Background: an optimization exercise with open tools, aiming at small area, a short achievable clock period and few clock cycles per item. Do not read the settings as production practice. Only simulation tests tie the RTL to the original design; equivalence was not proved.

==> build 93 <==
==> flow/design.v (excerpt) <==
module stack_with_delete_at_depth #(
  parameter int unsigned DEPTH = 128
) (
  input  logic                                clk_i,
  input  logic                                rst_ni,
  input  logic                                cmd_valid_i,
  output logic                                cmd_ready_o,
  input  logic [1:0]                          cmd_op_i,
  input  logic [swd_pkg::DATA_W-1:0]          cmd_value_i,
  input  logic [swd_pkg::POS_W-1:0]           cmd_position_i,
  output logic                                res_valid_o,
  input  logic                                res_ready_i,
  output logic [swd_pkg::DATA_W-1:0]          res_data_o,
  output logic [swd_pkg::COUNT_W-1:0]         res_count_o,
  output logic                                res_empty_o,
  output logic                                res_full_o,
  output logic [1:0]                          res_status_o
);
  localparam int unsigned CW    = $clog2(DEPTH + 1);
  localparam int unsigned AW    = $clog2(DEPTH);
  localparam int unsigned LO_W  = 3;
  localparam int unsigned LO_N  = 1 << LO_W;
  localparam int unsigned HI_N  = DEPTH / LO_N;
  localparam int unsigned RW    = DATA_W + COUNT_W + 4;   
  ...
make LEC_CHECK=0 CAP_MARGIN=20 CELL_PAD_IN_SITES_DETAIL_PLACEMENT=1 CELL_PAD_IN_SITES_GLOBAL_PLACEMENT=1 CORE_MARGIN=2 CORE_UTILIZATION=16 CTS_CLUSTER_DIAMETER=80 CTS_CLUSTER_SIZE=20 PLACE_DENSITY=0.28 SETUP_SLACK_MARGIN=5 SLEW_MARGIN=20 finish   # period 9.0 ns
run.sh (not shown) runs the stock make flow with config.mk's settings and CLKGATE_MAP_FILE= SYNTH_SCRIPT=/design/flow/synth_recipe.tcl, a recipe that flattens the netlist after the stock synthesis.
==> build 80 (differences from build 93) <==
--- a/flow/design.v
+++ b/flow/design.v
@@ -18,15 +18,15 @@
 import swd_pkg::*;
 module swd_ram #(
   parameter int unsigned DEPTH = 128,
   parameter int unsigned LO_N  = 8,
   parameter int unsigned HI_N  = DEPTH / LO_N
 ) (
   input  logic                              clk_i,
-  input  logic [HI_N-1:0]                   push_i,      
+  input  logic                              push_i,      
   input  logic [swd_pkg::DATA_W-1:0]        push_data_i,
   input  logic [HI_N-1:0]                   pull_lt_i,
   input  logic [HI_N-1:0]                   pull_eq_i,
   input  logic [LO_N-1:0]                   pull_le_i,
   input  logic [HI_N-1:0]                   rd_eq_i,
   input  logic [LO_N-1:0]                   rd_lo_i,
   output logic [swd_pkg::DATA_W-1:0]        rd_data_o
@@ -36,18 +36,18 @@
   logic [DATA_W-1:0] sel_data [DEPTH];
   for (genvar i = 0; i < DEPTH; i++) begin : g_slot
     logic [DATA_W-1:0] from_top, from_bot;
     logic              pull, hold, rd;
     assign from_top = (i == 0) ? push_data_i : mem[(i == 0) ? 0 : i - 1];
     assign from_bot = (i == DEPTH - 1) ? '0 : mem[(i == DEPTH - 1) ? i : i + 1];
     assign pull     = pull_lt_i[i / LO_N] || (pull_eq_i[i / LO_N] && pull_le_i[i % LO_N]);
-    assign hold     = !(push_i[i / LO_N] || pull);
+    assign hold     = !(push_i || pull);
     assign rd       = rd_eq_i[i / LO_N] && rd_lo_i[i % LO_N];
     always_ff @(posedge clk_i) begin
-      mem_n[i] <= ~(({DATA_W{push_i[i / LO_N]}} & from_top)
+      mem_n[i] <= ~(({DATA_W{push_i}} & from_top)
                   | ({DATA_W{pull}}   & from_bot)
                   | ({DATA_W{hold}}   & mem[i]));
     end
     assign mem[i] = ~mem_n[i];
     assign sel_data[i] = {DATA_W{rd}} & mem[i];
   end
   always_comb begin
@@ -141,34 +141,29 @@
     c_value_q   <= cmd_value_i;
     c_pos_q     <= cmd_position_i;
     c_pull_le_q <= d_le;
     c_rd_lo_q   <= d_lo1;
   end
   logic [CW-1:0]  count_q, count_d;
   logic           empty_q, full_q;
-  logic [HI_N-1:0] occ_q;           
-  logic [HI_N-1:0] push_g;
   logic           pos_nz, pos_le;
   logic           push_ok, pop_ok, peek_ok, del_ok, rd_ok, dec;
   logic [1:0]     status;
   logic [DATA_W-1:0] rd_data;
   assign pos_nz  = (c_pos_q != '0);
   assign pos_le  = ({1'b0, c_pos_q} <= {{(POS_W + 1 - CW){1'b0}}, count_q});
   assign push_ok = c_push_q && !full_q;
   assign pop_ok  = c_pop_q  && !empty_q;
   assign peek_ok = c_peek_q && !empty_q;
   assign del_ok  = c_del_q  && pos_nz && pos_le;    
   assign rd_ok   = pop_ok || peek_ok || del_ok;
   assign dec     = pop_ok || del_ok;
-  for (genvar g = 0; g < HI_N; g++) begin : g_push
-    assign push_g[g] = push_ok && occ_q[g];
-  end
   swd_ram #(.DEPTH(DEPTH), .LO_N(LO_N)) u_ram (
     .clk_i       (clk_i),
-    .push_i      (push_g),
+    .push_i      (push_ok),
     .push_data_i (c_value_q),
     .pull_lt_i   (c_pull_lt_q),
     .pull_eq_i   (c_pull_eq_q),
     .pull_le_i   (c_pull_le_q),
     .rd_eq_i     (c_rd_eq_q),
     .rd_lo_i     (c_rd_lo_q),
     .rd_data_o   (rd_data)
@@ -185,20 +180,18 @@
     else if (dec) count_d = count_q - CW'(1);
   end
   always_ff @(posedge clk_i or negedge rst_ni) begin
     if (!rst_ni) begin
       count_q <= '0;
       empty_q <= 1'b1;
       full_q  <= 1'b0;
-      occ_q   <= HI_N'(1);
     end else begin
       count_q <= count_d;
       empty_q <= (count_d == '0);
       full_q  <= (count_d == CW'(DEPTH));
-      for (int g = 0; g < HI_N; g++) occ_q[g] <= (count_d >= CW'(g * LO_N));
     end
   end
   logic           r_valid_q;
   logic [RW-1:0]  r_q;
   always_ff @(posedge clk_i or negedge rst_ni) begin
     if (!rst_ni) r_valid_q <= 1'b0;
     else         r_valid_q <= c_valid_q;
@@ -237,15 +230,15 @@
       if (o_free) o_valid_q <= (q_cnt_q != '0) || r_valid_q;
     end
   end
   assign tot_d = tot_q + 3'(acc) - 3'(tk);
   always_ff @(posedge clk_i or negedge rst_ni) begin
     if (!rst_ni) begin
       tot_q <= '0;
-      rdy_q <= 1'b0;    
+      rdy_q <= 1'b1;
     end else begin
       tot_q <= tot_d;
       rdy_q <= (tot_d < 3'(TOTAL));
     end
   end
   assign cmd_ready_o  = rdy_q;
   assign res_valid_o  = o_valid_q;
- CELL_PAD_IN_SITES_DETAIL_PLACEMENT: 1 -> default
- CELL_PAD_IN_SITES_GLOBAL_PLACEMENT: 1 -> default
- CORE_UTILIZATION: 16 -> 40
- CTS_CLUSTER_DIAMETER: 80 -> default
- CTS_CLUSTER_SIZE: 20 -> default
- PLACE_DENSITY: 0.28 -> 0.5
- SETUP_SLACK_MARGIN: 5 -> default
==> notes.md <==
| item | build 80 | build 93 |
|---|---|---|
| Outcome | did not finish | finished with violations |
| Stage where the flow stopped | global routing | - |
| Reasons for failing layout checks | - | antenna rules |
| Placed inst area | 188000 um2 | 203000 um2 |
| Synthesized-area fraction occupied by and/or/nand/nor cells | 0.210 | 0.210 |
| Cts repair resizes | 0 | 73 |
| Count of H-tree levels built during CTS | 5 | 6 |
| Arithmetic-cell share of the synthesized area counting full adders, half adders and majority gates | 0.00153 | 0.00153 |
| Number of sinks handled by clock tree synthesis | 4445 | 4460 |
| Maximum count of clock buffers along a single path | 4 | 5 |
| Synthesized netlist net count | 22300 | 22300 |
| X dimension of the die | 668 um | 1060 um |
| Fraction of the mapped netlist area in compound gates | 0.231 | 0.230 |
| Area fraction of the dominant cell type after synthesis | 0.476 | 0.475 |
| Cell count after synthesis | 22200 | 22200 |
| Unique cell type count in the Yosys netlist | 53 | 62 |
| Ys async rst share | 0.0166 | 0.0200 |
| Post-synthesis instance area | 176000 um2 | 177000 um2 |
| Die H | 668 um | 1060 um |
| Total clock buffers created by CTS | 483 | 527 |
| Setup Buffers After CTS | 0 | 2 |
Testbench counts of build 93, summed over its fixed seeds: cycles 18,018, items 18,000.
Testbench counts of build 80, summed over its fixed seeds: cycles 18,018, items 18,000.

-- what the ideal ports hide --
Ports are ideal in the flow. The routed layout listed here was re-timed in OpenROAD. Step 1, drivers: a clkbuf_16 drives clk_i and a buf_2 each remaining input, both assumed. Step 2, shift: input delay + t, output delay - t, t = (earliest + latest rising clock arrival at the registers) / 2. This alone moves slack from input paths to output paths. Three values: ideal, step 1, step 2; two values: the first two.
run: build 93
t (ns): 1.315
setup slack, ns: 4.523 / 4.523 / 4.464
worst register clock-pin slew, ns: 0.09 / 0.09
The setup slack of build 93 moves by 0.000 ns with the drivers and by -0.059 ns with both steps.
